Source: an optimization exercise on an open RTL-to-GDS flow (aim: a short achievable clock period and few clock cycles). Production flows keep margins and buffers that such runs may drop.
In this exercise RTL edits were held to simulation tests only and were not proved equivalent to the original.
No activity file was given, so power comes from the tool's default toggle rates.

// pipeCore
module pipeCore (
  input  logic        CLK,
  input  logic        RSTB,
  input  logic        progWe,
  input  logic [5:0]  progAddr,
  input  logic [31:0] progData,
  output logic        wbWrite,
  output logic [3:0]  wbReg,
  output logic [15:0] wbData
);
Size: ~3500 cells after synthesis, ~1400 flip-flops, about 62 I/O pins, ~52000 um2 of cells after synthesis.
export LEC_CHECK = 0
export ABC_CLOCK_PERIOD_IN_PS = 1500
export CAP_MARGIN = 20
export CORE_MARGIN = 2
export CORE_UTILIZATION = 40
export SETUP_SLACK_MARGIN = 1.9
export SLEW_MARGIN = 20
create_clock -name core_clock -period 3.6 [get_ports {CLK}]
standard.sh (not shown) runs the stock make flow with config.mk's settings and CLKGATE_MAP_FILE= SYNTH_SCRIPT=/design/flow/synth_recipe.tcl, a recipe that flattens the netlist after the stock synthesis.
==> flow/flow/run.sh <==
#!/bin/bash
# Layout: the standard flow (standard.sh), with three changes to how
# cells are picked; the flow steps themselves are the standard ones.
#  - Yosys's full/half-adder extraction is off (ADDER_MAP_FILE empty), so
#    ABC maps the write-back adder as plain logic.
#  - The 4-input OR/NOR cells join the platform's don't-use list (the first
#    36 names are the platform's own list): ABC tends to put these slow
#    cells on the critical paths.
#  - Port buffers are buf_4 cells; buffer_ports otherwise picks delay
#    buffers for some outputs.
set -euo pipefail
DONT_USE="sky130_fd_sc_hd__lpflow_bleeder_1 sky130_fd_sc_hd__lpflow_clkbufkapwr_1 sky130_fd_sc_hd__lpflow_clkbufkapwr_16 sky130_fd_sc_hd__lpflow_clkbufkapwr_2 sky130_fd_sc_hd__lpflow_clkbufkapwr_4 sky130_fd_sc_hd__lpflow_clkbufkapwr_8 sky130_fd_sc_hd__lpflow_clkinvkapwr_1 sky130_fd_sc_hd__lpflow_clkinvkapwr_16 sky130_fd_sc_hd__lpflow_clkinvkapwr_2 sky130_fd_sc_hd__lpflow_clkinvkapwr_4 sky130_fd_sc_hd__lpflow_clkinvkapwr_8 sky130_fd_sc_hd__lpflow_decapkapwr_12 sky130_fd_sc_hd__lpflow_decapkapwr_3 sky130_fd_sc_hd__lpflow_decapkapwr_4 sky130_fd_sc_hd__lpflow_decapkapwr_6 sky130_fd_sc_hd__lpflow_decapkapwr_8 sky130_fd_sc_hd__lpflow_inputiso0n_1 sky130_fd_sc_hd__lpflow_inputiso0p_1 sky130_fd_sc_hd__lpflow_inputiso1n_1 sky130_fd_sc_hd__lpflow_inputiso1p_1 sky130_fd_sc_hd__lpflow_inputisolatch_1 sky130_fd_sc_hd__lpflow_isobufsrc_1 sky130_fd_sc_hd__lpflow_isobufsrc_16 sky130_fd_sc_hd__lpflow_isobufsrc_2 sky130_fd_sc_hd__lpflow_isobufsrc_4 sky130_fd_sc_hd__lpflow_isobufsrc_8 sky130_fd_sc_hd__lpflow_isobufsrckapwr_16 sky130_fd_sc_hd__lpflow_lsbuf_lh_hl_isowell_tap_1 sky130_fd_sc_hd__lpflow_lsbuf_lh_hl_isowell_tap_2 sky130_fd_sc_hd__lpflow_lsbuf_lh_hl_isowell_tap_4 sky130_fd_sc_hd__lpflow_lsbuf_lh_isowell_4 sky130_fd_sc_hd__lpflow_lsbuf_lh_isowell_tap_1 sky130_fd_sc_hd__lpflow_lsbuf_lh_isowell_tap_2 sky130_fd_sc_hd__lpflow_lsbuf_lh_isowell_tap_4 sky130_fd_sc_hd__probe_p_8 sky130_fd_sc_hd__probec_p_8 sky130_fd_sc_hd__or4_1 sky130_fd_sc_hd__or4_2 sky130_fd_sc_hd__or4_4 sky130_fd_sc_hd__or4b_1 sky130_fd_sc_hd__or4b_2 sky130_fd_sc_hd__or4b_4 sky130_fd_sc_hd__or4bb_1 sky130_fd_sc_hd__or4bb_2 sky130_fd_sc_hd__or4bb_4 sky130_fd_sc_hd__nor4_1 sky130_fd_sc_hd__nor4_2 sky130_fd_sc_hd__nor4_4 sky130_fd_sc_hd__nor4b_1 sky130_fd_sc_hd__nor4b_2 sky130_fd_sc_hd__nor4b_4 sky130_fd_sc_hd__nor4bb_1 sky130_fd_sc_hd__nor4bb_2 sky130_fd_sc_hd__nor4bb_4"
bash standard.sh ADDER_MAP_FILE= "DONT_USE_CELLS=$DONT_USE" \
  "BUFFER_PORTS_ARGS=-buffer_cell sky130_fd_sc_hd__buf_4" finish \
  > standard_flow.log 2>&1
Testbench counts at the start, summed over its fixed seeds: cycles 16,202.
==> next run, changes <==
--- a/flow/design.v
+++ b/flow/design.v
@@ -259,25 +259,25 @@
       4'b1011: constOf2 = 5'b11110;
       4'b0100: constOf2 = 5'd4;
       4'b0110: constOf2 = 5'd1;
       4'b0101: constOf2 = 5'd8;
       4'b0111: constOf2 = 5'd5;
       4'b1100: constOf2 = 5'd1;
       4'b1110: constOf2 = 5'b11110;
       4'b1101: constOf2 = 5'd5;
       default: constOf2 = 5'd2;
     endcase
   endfunction
   assign mX = xV && (xD == hS);
-  assign mW = wbWriteI && (wbRegI == hS);
+  assign mW = wbV && (wbRegI == hS);
   logic [15:0] regRead;
   logic        selXo;
   logic        selWb;
   logic        selRf;
   always_comb
   begin
     regRead = '0;
     for (int i = 0; i < 16; i++)
       regRead = regRead | (regs[i] & {16{qHot[0][i]}});
   end
   assign selXo = mX & !xTwo;
   assign selWb = (mX & xTwo) | (!mX & mW);
@@ -302,59 +302,78 @@
     end
     else
     begin
       xV    <= pop;
       xD    <= hD;
       xSub  <= hSub;
       xAdd  <= hAdd;
       xTwo  <= mX;
       xOpnd <= opndNext;
       xC    <= mX ? cEx : cHead;
     end
   end
-  logic [15:0] sum;
-  assign sum = xOpnd + {{11{xC[4]}}, xC};
-  logic        wbWriteI;
+  logic [5:0]  lo;
+  logic [10:0] hiOp;
+  logic [10:0] hiInc;
+  logic [10:0] hiDec;
+  assign lo    = {1'b0, xOpnd[4:0]} + {1'b0, xC};
+  assign hiOp  = xOpnd[15:5];
+  assign hiInc = hiOp + 11'd1;
+  assign hiDec = hiOp - 11'd1;
+  logic        wbV;         
   logic [3:0]  wbRegI;
+  logic [4:0]  wLo;
+  logic [10:0] wHi;
+  logic [10:0] wHiInc;
+  logic [10:0] wHiDec;
+  logic        wInc;
+  logic        wDec;
   logic [15:0] wbDataI;
-  always_ff @(posedge CLK)
-  begin
-    wbWrite <= xV & RSTB;
-    wbReg   <= xD;
-    wbData  <= sum;
-  end
+  logic [15:0] wbHotI;      
   always_ff @(posedge CLK or negedge RSTB)
   begin
     if (!RSTB)
     begin
-      wbRegI  <= '0;
-      wbDataI <= '0;
+      wbV    <= 1'b0;
+      wbHotI <= '0;
     end
     else
     begin
-      wbRegI  <= xD;
-      wbDataI <= sum;
+      wbV    <= xV;
+      wbHotI <= (16'd1 << xD) & {16{xV}};
     end
   end
   always_ff @(posedge CLK)
   begin
-    wbWriteI <= xV;
+    wbRegI <= xD;
+    wLo    <= lo[4:0];
+    wHi    <= hiOp;
+    wHiInc <= hiInc;
+    wHiDec <= hiDec;
+    wInc   <= lo[5] & !xC[4];
+    wDec   <= !lo[5] & xC[4];
   end
-  logic [15:0] wbHotI;
+  assign wbDataI = {(wHiInc & {11{wInc}}) | (wHiDec & {11{wDec}}) |
+                    (wHi & {11{!wInc & !wDec}}), wLo};
   always_ff @(posedge CLK or negedge RSTB)
   begin
     if (!RSTB)
-      wbHotI <= '0;
+      wbWrite <= 1'b0;
     else
-      wbHotI <= (16'd1 << xD) & {16{xV}};
+      wbWrite <= wbV;
+  end
+  always_ff @(posedge CLK)
+  begin
+    wbReg  <= wbRegI;
+    wbData <= wbDataI;
   end
   always_ff @(posedge CLK or negedge RSTB)
   begin
     if (!RSTB)
     begin
       for (int i = 0; i < 16; i++)
         regs[i] <= '0;
     end
     else
     begin
       for (int i = 0; i < 16; i++)
         if (wbHotI[i])
=> Via count grows by 4.0%; cell count went up by 4.6%; hold slack improved by 0.10 ns; sequential share of layout area rose by 1.1 points; clock power rose by about 3%; global-route usage goes up by 0.11 points; worst setup slack got worse by 0.040 ns; sequential power stays flat.
Testbench counts after the change, summed over its fixed seeds: cycles 16,234.

## the previous run
The RTL this note starts from:
==> flow/design.v <==
module pipeCore (
  input  logic        CLK,
  input  logic        RSTB,
  input  logic        progWe,
  input  logic [5:0]  progAddr,
  input  logic [31:0] progData,
  output logic        wbWrite,
  output logic [3:0]  wbReg,
  output logic [15:0] wbData
);
  logic [63:0] memV;
  logic [9:0]  memW [0:63];
  logic [3:0] opBits;
  logic       wrValid;
  logic       wrSub;
  logic       wrAdd;
  assign opBits  = progData[31:28];
  assign wrValid = (opBits == 4'b1000) || (opBits == 4'b0100) ||
                   (opBits == 4'b0010) || (opBits == 4'b0001);
  assign wrSub   = opBits[2] | opBits[0];
  assign wrAdd   = opBits[1] | opBits[0];
  genvar gi;
  generate
    for (gi = 0; gi < 64; gi++)
    begin : g_mem
      always_ff @(posedge CLK)
      begin
        if (progWe && (progAddr == gi))
        begin
          memV[gi] <= wrValid;
          memW[gi] <= {wrSub, wrAdd, progData[7:0]};
        end
      end
    end
  endgenerate
  logic [3:0]  colHot;      
  logic [7:0]  rowNext;     
  logic [7:0]  bufV;
  logic [9:0]  bufW [0:7];
  logic        fOk;         
  logic [1:0]  fV;
  logic [9:0]  fW0;
  logic [9:0]  fW1;
  logic        fire;
  logic        rowLoad;
  logic [7:0]  rdV;
  logic [9:0]  rdW [0:7];
  logic [7:0]  row0V;
  logic [9:0]  row0W [0:7];
  logic [1:0]  selV;
  logic [9:0]  selW0;
  logic [9:0]  selW1;
  always_comb
  begin
    rdV = '0;
    for (int w = 0; w < 8; w++)
      rdW[w] = '0;
    for (int r = 0; r < 8; r++)
    begin
      for (int w = 0; w < 8; w++)
      begin
        rdV[w] = rdV[w] | (memV[8*r+w] & rowNext[r]);
        rdW[w] = rdW[w] | (memW[8*r+w] & {10{rowNext[r]}});
      end
    end
  end
  logic dirty;
  logic reloadR;
  logic fetchNow;
  always_comb
  begin
    for (int w = 0; w < 8; w++)
    begin
      row0V[w] = memV[w];
      row0W[w] = memW[w];
    end
  end
  assign dirty = progWe & (progAddr[5:3] == 3'b000);
  always_ff @(posedge CLK)
  begin
    reloadR <= !RSTB & dirty;
  end
  assign fetchNow = fire & !reloadR;
  assign rowLoad  = (fetchNow & colHot[3]) | reloadR;
  always_ff @(posedge CLK)
  begin
    if (!RSTB)
    begin
      bufV <= row0V;
      for (int w = 0; w < 8; w++)
        bufW[w] <= row0W[w];
    end
    else if (rowLoad)
    begin
      bufV <= rdV;
      for (int w = 0; w < 8; w++)
        bufW[w] <= rdW[w];
    end
  end
  always_ff @(posedge CLK)
  begin
    if (!RSTB)
    begin
      colHot  <= dirty ? 4'd1 : 4'd4;
      rowNext <= dirty ? 8'd1 : 8'd2;
    end
    else
    begin
      if (fetchNow)
        colHot <= {colHot[2:0], colHot[3]};
      if (rowLoad)
        rowNext <= {rowNext[6:0], rowNext[7]};
    end
  end
  always_ff @(posedge CLK)
  begin
    fOk <= !RSTB ? !dirty : fetchNow;
  end
  always_comb
  begin
    selV  = '0;
    selW0 = '0;
    selW1 = '0;
    for (int c = 0; c < 4; c++)
    begin
      selV  = selV  | (bufV[2*c +: 2] & {2{colHot[c]}});
      selW0 = selW0 | (bufW[2*c]      & {10{colHot[c]}});
      selW1 = selW1 | (bufW[2*c+1]    & {10{colHot[c]}});
    end
  end
  always_ff @(posedge CLK)
  begin
    if (!RSTB)
    begin
      fV  <= row0V[3:2];
      fW0 <= row0W[2];
      fW1 <= row0W[3];
    end
    else
    begin
      fV  <= selV;
      fW0 <= selW0;
      fW1 <= selW1;
    end
  end
  logic [3:0]  occ;
  logic [9:0]  q [0:3];
  logic [15:0] qHot [0:3];   
  logic [1:0] pV;
  logic [9:0] pW0;
  logic [9:0] pW1;
  logic [9:0] pFirst;
  logic [15:0] pFirstHot;
  logic [15:0] pW1Hot;
  logic [3:0] remT;         
  logic [3:0] occNext;
  logic       pop;
  logic       pushAny;
  logic       pushTwo;
  assign pV  = fV & {2{fOk}};
  assign pW0 = fW0;
  assign pW1 = fW1;
  assign pFirst = pV[0] ? pW0 : pW1;
  assign pFirstHot = 16'd1 << pFirst[3:0];
  assign pW1Hot    = 16'd1 << pW1[3:0];
  assign pop     = occ[0];
  assign remT    = {1'b0, occ[3:1]};
  assign pushAny = pV[0] | pV[1];
  assign pushTwo = pV[0] & pV[1];
  assign occNext = remT | ({remT[2:0], 1'b1} & {4{pushAny}})
                        | ({remT[1:0], 2'b11} & {4{pushTwo}});
  logic fireR;
  logic fireNext;
  assign fireNext = !((occNext[3] & fetchNow & (selV[0] | selV[1])) |
                      (occNext[2] & fetchNow & selV[0] & selV[1]));
  always_ff @(posedge CLK)
  begin
    fireR <= !RSTB | fireNext;
  end
  assign fire    = fireR;
  always_ff @(posedge CLK)
  begin
    if (!RSTB)
      occ <= {3'b000, row0V[0] & row0V[1] & !dirty};
    else
      occ <= occNext;
  end
  always_ff @(posedge CLK)
  begin
    for (int k = 0; k < 4; k++)
    begin
      if (!RSTB)
      begin
        q[k]    <= row0W[1];
        qHot[k] <= 16'd1 << row0W[1][3:0];
      end
      else if (remT[k])
      begin
        q[k]    <= q[(k < 3) ? k + 1 : 3];
        qHot[k] <= qHot[(k < 3) ? k + 1 : 3];
      end
      else if ((k == 0) || remT[(k > 0) ? k - 1 : 0])
      begin
        q[k]    <= pFirst;
        qHot[k] <= pFirstHot;
      end
      else
      begin
        q[k]    <= pW1;
        qHot[k] <= pW1Hot;
      end
    end
  end
  logic [15:0] regs [0:15];
  logic        xV;
  logic [3:0]  xD;
  logic        xSub;
  logic        xAdd;
  logic        xTwo;        
  logic [15:0] xOpnd;
  logic [4:0]  xC;
  logic        hSub;
  logic        hAdd;
  logic [3:0]  hD;
  logic [3:0]  hS;
  logic        mX;
  logic        mW;
  logic [15:0] opndNext;
  logic [4:0]  cHead;
  logic [4:0]  cEx;
  assign {hSub, hAdd, hD, hS} = q[0];
  function automatic logic [4:0] constOf(input logic s, input logic a);
    case ({s, a})
      2'b10:   constOf = 5'b11101;
      2'b01:   constOf = 5'b00100;
      2'b11:   constOf = 5'b00001;
      default: constOf = 5'b00000;
    endcase
  endfunction
  function automatic logic [4:0] constOf2(input logic [1:0] p, input logic [1:0] q);
    case ({p, q})
      4'b0000: constOf2 = 5'd0;
      4'b0010: constOf2 = 5'b11101;
      4'b0001: constOf2 = 5'd4;
      4'b0011: constOf2 = 5'd1;
      4'b1000: constOf2 = 5'b11101;
      4'b1010: constOf2 = 5'b11010;
      4'b1001: constOf2 = 5'd1;
      4'b1011: constOf2 = 5'b11110;
      4'b0100: constOf2 = 5'd4;
      4'b0110: constOf2 = 5'd1;
      4'b0101: constOf2 = 5'd8;
      4'b0111: constOf2 = 5'd5;
      4'b1100: constOf2 = 5'd1;
      4'b1110: constOf2 = 5'b11110;
      4'b1101: constOf2 = 5'd5;
      default: constOf2 = 5'd2;
    endcase
  endfunction
  assign mX = xV && (xD == hS);
  assign mW = wbWriteI && (wbRegI == hS);
  logic [15:0] regRead;
  logic        selXo;
  logic        selWb;
  logic        selRf;
  always_comb
  begin
    regRead = '0;
    for (int i = 0; i < 16; i++)
      regRead = regRead | (regs[i] & {16{qHot[0][i]}});
  end
  assign selXo = mX & !xTwo;
  assign selWb = (mX & xTwo) | (!mX & mW);
  assign selRf = !mX & !mW;
  assign opndNext = (xOpnd & {16{selXo}}) | (wbDataI & {16{selWb}}) |
                    (regRead & {16{selRf}});
  assign cHead = constOf(hSub, hAdd);
  assign cEx   = constOf2({hSub, hAdd}, {xSub, xAdd});
  logic [9:0] firstW;
  assign firstW = row0V[0] ? row0W[0] : row0W[1];
  always_ff @(posedge CLK)
  begin
    if (!RSTB)
    begin
      xV    <= (row0V[0] | row0V[1]) & !dirty;
      xD    <= firstW[7:4];
      xSub  <= firstW[9];
      xAdd  <= firstW[8];
      xTwo  <= 1'b0;
      xOpnd <= '0;
      xC    <= constOf(firstW[9], firstW[8]);
    end
    else
    begin
      xV    <= pop;
      xD    <= hD;
      xSub  <= hSub;
      xAdd  <= hAdd;
      xTwo  <= mX;
      xOpnd <= opndNext;
      xC    <= mX ? cEx : cHead;
    end
  end
  logic [15:0] sum;
  assign sum = xOpnd + {{11{xC[4]}}, xC};
  logic        wbWriteI;
  logic [3:0]  wbRegI;
  logic [15:0] wbDataI;
  always_ff @(posedge CLK or negedge RSTB)
  begin
    if (!RSTB)
      wbWrite <= 1'b0;
    else
      wbWrite <= xV;
  end
  always_ff @(posedge CLK)
  begin
    wbReg  <= xD;
    wbData <= sum;
  end
  always_ff @(posedge CLK or negedge RSTB)
  begin
    if (!RSTB)
    begin
      wbRegI  <= '0;
      wbDataI <= '0;
    end
    else
    begin
      wbRegI  <= xD;
      wbDataI <= sum;
    end
  end
  always_ff @(posedge CLK)
  begin
    wbWriteI <= xV;
  end
  logic [15:0] wbHotI;
  always_ff @(posedge CLK or negedge RSTB)
  begin
    if (!RSTB)
      wbHotI <= '0;
    else
      wbHotI <= (16'd1 << xD) & {16{xV}};
  end
  always_ff @(posedge CLK or negedge RSTB)
  begin
    if (!RSTB)
    begin
      for (int i = 0; i < 16; i++)
        regs[i] <= '0;
    end
    else
    begin
      for (int i = 0; i < 16; i++)
        if (wbHotI[i])
          regs[i] <= wbDataI;
    end
  end
endmodule
Settings: LEC_CHECK=0, ABC_CLOCK_PERIOD_IN_PS=1500, CAP_MARGIN=20, CORE_MARGIN=2, CORE_UTILIZATION=40, SETUP_SLACK_MARGIN=1.9, SLEW_MARGIN=20; clock period 3.6 ns.
==> flow/flow/run.sh <==
#!/bin/bash
# Layout: the standard flow (standard.sh), with Yosys's full/half-adder
# extraction turned off (ADDER_MAP_FILE empty) so that ABC maps the
# write-back adder as plain logic. Everything else is the standard flow.
set -euo pipefail
bash standard.sh ADDER_MAP_FILE= finish > standard_flow.log 2>&1
Testbench counts of the previous run, summed over its fixed seeds: cycles 16,202.
Input-level comparison between the current run and the previous run:
--- a/flow/design.v
+++ b/flow/design.v
@@ -64,10 +64,11 @@
       end
     end
   end
   logic dirty;
   logic reloadR;
+  logic reloadR2;
   logic fetchNow;
   always_comb
   begin
     for (int w = 0; w < 8; w++)
     begin
@@ -76,27 +77,36 @@
     end
   end
   assign dirty = progWe & (progAddr[5:3] == 3'b000);
   always_ff @(posedge CLK)
   begin
-    reloadR <= !RSTB & dirty;
+    reloadR  <= !RSTB & dirty;
+    reloadR2 <= RSTB & reloadR;
+  end
+  assign fetchNow = fire & !reloadR & !reloadR2;
+  assign rowLoad  = (fetchNow & colHot[3]) | reloadR2;
+  logic [7:0] nextV;
+  logic [9:0] nextW [0:7];
+  always_ff @(posedge CLK)
+  begin
+    nextV <= rdV;
+    for (int w = 0; w < 8; w++)
+      nextW[w] <= rdW[w];
   end
-  assign fetchNow = fire & !reloadR;
-  assign rowLoad  = (fetchNow & colHot[3]) | reloadR;
   always_ff @(posedge CLK)
   begin
     if (!RSTB)
     begin
       bufV <= row0V;
       for (int w = 0; w < 8; w++)
         bufW[w] <= row0W[w];
     end
     else if (rowLoad)
     begin
-      bufV <= rdV;
+      bufV <= nextV;
       for (int w = 0; w < 8; w++)
-        bufW[w] <= rdW[w];
+        bufW[w] <= nextW[w];
     end
   end
   always_ff @(posedge CLK)
   begin
     if (!RSTB)
[summary]
The current run: all stages complete, timing, DRC and antenna checks passed
The previous run has completed all stages; timing, DRC and antenna checks passed.
Changes observed in the current run relative to the previous run: count of flip-flops and latches shows an increase of 89; met1 usage in global routing shows a reduction of 2.2 points; detailed-route vias per instance shows a reduction of 2.1%; post-layout minimum cycle time shows a reduction of 0.074 ns.
Looking at clock-buffer cell count across the previous run and the current run, the one that comes out higher is the current run.
There was hardly any difference in adder-cell share of the synthesized area between the previous run and the current run.
Summary of the current run over the previous run: final core area utilization now smaller; post-cts resize count went up; maximum fanout along the worst path has increased.
Compared to the previous run, the routing of the current run uses less wire.
Sort the previous run and the current run by final standard cell area without fillers desc -> top: the current run
Clock network area share, the previous run and the current run: lower on the previous run
Testbench counts of the current run, summed over its fixed seeds: cycles 16,202.

==> re-timing with driven ports <==
Ports are ideal in the flow. The routed layouts listed here were re-timed in OpenROAD.
Step 1: set_driving_cell puts a clkbuf_16 on CLK and a buf_2 on each other input, an assumption about the parent block.
Step 2 adds t to the input delays and takes it off the output delays; t is the mean of the earliest and latest rising clock arrival at the registers after step 1. Input paths then give back, and output paths get back, about the clock's delay inside the block.
a / b / c = ideal ports / drivers / drivers and shift; a / b = the first two.
run | t (ns) | setup slack, ns | worst slew at a driven data input, ns
the first run of note 1 | 0.837 | 1.651 / 1.576 / 1.135 | 0.05
the second run of note 1 | 0.835 | 1.611 / 1.535 / 1.010 | 0.15
the previous run | 0.830 | 1.451 / 1.451 / 1.068 | 0.05
the current run | 0.830 | 1.525 / 1.525 / 1.003 | 0.22
After both steps setup and hold are still met in every run listed. The setup slack of the second run of note 1, which loses most, moves by -0.076 ns with the drivers and by -0.601 ns with both steps.
